Context: an optimization exercise on an open-source flow, tuned for small area, a short achievable clock period and few clock cycles per item. The choices shown serve that exercise and are no tape-out recipe.
Function was checked by simulation only, so behaviour that the tests miss may differ from the original.
Power is estimated from default activity; no workload was simulated.

Design greedy_word_wrap_stream, start of the top module:
module greedy_word_wrap_stream #(
  parameter int DEPTH = 61,
  parameter int QD    = 4
) (
  input  logic       clk,
  input  logic       rst,
  input  logic       cfg_write,
  input  logic [5:0] cfg_data,
  input  logic       push,
  output logic       full,
  input  logic [7:0] byte_value,
  input  logic       end_of_text,
  output logic       empty,
  input  logic       pop,
  output logic [7:0] out_byte,
  output logic       last_of_run,
  output logic       text_done,
  output logic       overlong_flag
);
make LEC_CHECK=0 CAP_MARGIN=20 CORE_MARGIN=2 CORE_UTILIZATION=40 CTS_BUF_LIST=sky130_fd_sc_hd__clkbuf_16 CTS_CLUSTER_DIAMETER=100 CTS_CLUSTER_SIZE=20 SETUP_SLACK_MARGIN=3.5 SLEW_MARGIN=20 finish   # period 6.0 ns
run.sh (not shown) runs the stock make flow with config.mk's settings and CLKGATE_MAP_FILE= SYNTH_SCRIPT=/design/flow/synth_recipe.tcl, a recipe that flattens the netlist after the stock synthesis.
Testbench counts at the start, summed over its fixed seeds: cycles 25,442, items 23,625.
Change:
--- a/flow/design.v
+++ b/flow/design.v
@@ -139,21 +139,21 @@
   end
   assign c_strm = wbyte && trig;
   localparam int PW = $clog2(QD);
   logic [PW:0]   q_wp, q_rp;
   logic [QD-1:0] q_occ;    
   logic          cv_r;
   logic          q_room, f_room;
   assign q_room = !q_occ[QD-1];
   logic          t_q;
   logic          s_inc_r;
-  logic          s_z;
+  logic          s_z, s_1;
   assign proc   = v0 && (!c_valid || q_room) && (!wbyte || f_room)
                 && (!c_strm || (!t_q && s_z && !s_inc_r));
   always_ff @(posedge clk) begin
     if (rst) begin
       word_len  <= 6'd0;
       wleft     <= 6'd62;
       wz        <= 1'b0;
       slack     <= 8'd61;
       lnz       <= 1'b0;
       in_word   <= 1'b0;
@@ -310,37 +310,33 @@
   logic       r_psp;
   logic [5:0] r_len;
   logic       r_l1;
   logic       r_done;
   logic       r_strm;
   logic       r_ovl;
   logic       k_pr, k_by, k_dn, k_last;
   logic       act, e_st, emit, last, pend, pf_ok, o_ready;
   logic [7:0] e_byte;
   logic       s_inc, s_dec;
-  logic [AW:0] s_cnt;
-  logic       s_dec_r;
-  logic       s_c1, s_c2, s_c3, s_one, s_two;
-  logic       s_c0;
-  assign s_z   = s_c0 || (s_c1 && s_dec_r);
-  assign s_one = (s_c1 && !s_dec_r) || (s_c2 && s_dec_r);
-  assign s_two = s_c3 || (s_c2 && !s_dec_r);
+  logic [AW:0] s_wr, s_rd, s_rd1;
+  assign s_z   = (s_wr == s_rd);
+  assign s_1   = (s_wr == s_rd1);
   assign pf_ok = (pc != 2'd0);
   assign act   = k_pr || k_by || k_dn;
   assign e_st  = !act && r_strm && !t_q && !s_z;
   assign emit  = o_ready && (k_pr || k_dn || ((k_by || e_st) && pf_ok));
   assign consume = emit && (k_by || e_st);
   assign last  = k_last || e_st;
   assign s_inc = s_inc_r;
   assign s_dec = emit && e_st;
   assign pend  = (act && !(emit && k_last))
-              || (r_strm && !t_q && (s_two || (s_one && !s_dec)));
+              || (r_strm && !t_q && !s_z && !(s_1 && s_dec));
   assign q_pop = (q_wp != q_rp) && !pend;
   assign e_byte = (k_by || e_st) ? pf_head : ((k_pr && r_psp) ? CH_SP : CH_NL);
   logic [1:0] h_pre;
   logic [5:0] h_len;
   logic       h_done, h_lz, h_l1;
   logic       h_pr, h_by, h_dn, h_last;
   assign h_pre  = (q_head[9:8] == 2'd3) ? 2'd2 : {1'b0, q_head[9:8] != 2'd0};
   assign h_len  = q_head[7:2];
   assign h_done = q_head[1];
   assign h_lz   = (h_len == 6'd0);
@@ -399,43 +395,31 @@
       end
       if (k_dn) begin
         r_done <= 1'b0;
         k_dn   <= 1'b0;
         k_last <= 1'b0;
       end
     end
   end
   always_ff @(posedge clk) begin
     if (rst) begin
-      s_cnt   <= '0;
-      s_dec_r <= 1'b0;
-      s_c0    <= 1'b1;
-      s_c1    <= 1'b0;
-      s_c2    <= 1'b0;
-      s_c3    <= 1'b0;
+      s_wr    <= '0;
+      s_rd    <= '0;
+      s_rd1   <= (AW+1)'(1);
       t_q     <= 1'b0;
       s_inc_r <= 1'b0;
     end else begin
       s_inc_r <= proc && wbyte && streaming;
-      s_dec_r <= s_dec;
-      if (s_inc && !s_dec_r) begin
-        s_cnt <= s_cnt + 1'b1;
-        s_c0  <= 1'b0;
-        s_c1  <= s_c0;
-        s_c2  <= s_c1;
-        s_c3  <= s_c2 || s_c3;
-      end else if (s_dec_r && !s_inc) begin
-        s_cnt <= s_cnt - 1'b1;
-        s_c0  <= s_c1;
-        s_c1  <= s_c2;
-        s_c2  <= (s_cnt == (AW+1)'(3));
-        s_c3  <= (s_cnt > (AW+1)'(3));
+      if (s_inc) s_wr <= s_wr + 1'b1;
+      if (s_dec) begin
+        s_rd  <= s_rd1;
+        s_rd1 <= s_rd1 + 1'b1;
       end
       if (proc && c_strm) begin
         t_q <= 1'b1;
       end else if (q_pop && q_head[0]) begin
         t_q <= 1'b0;
       end
     end
   end
   always_ff @(posedge clk) begin
     if (rst) begin
Maximum frequency barely changes.
Design area rose by about 2.4%.
Combinational power is higher by 25%.
Via count decreases by about 0.9%.
Wire length grows by 0.76%.
Area after synthesis hardly moves.
Non-clock buffer count increases by 13.
Core utilization is higher by 1.0 points.
Total power came out higher by about 7%.
Testbench counts after the change, summed over its fixed seeds: cycles 25,442, items 23,625.

[re-timing with driven ports]
Ports are ideal in the flow. The routed layouts listed here were re-timed in OpenROAD. Step 1: set_driving_cell puts a clkbuf_16 on clk and a buf_2 on each other input, an assumption about the parent block. Step 2 moves the port delays by t, midway between the first and last clock arrival at a register: inputs arrive t later, outputs are due t later. That takes back most of the time a late clock gives input paths. Three values: no drivers, after step 1, after step 2; two values: the first two.
run | t (ns) | slack for setup (ns) | pins driven straight from the clock port
the first run | 0.649 | 3.515 / 3.495 / 3.142 | 1
the second run | 0.644 | 3.514 / 3.512 / 3.218 | 1
After both steps every run listed still meets setup and hold. For the first run, which loses most, drivers alone change the setup slack by -0.020 ns; drivers and shift together by -0.373 ns.
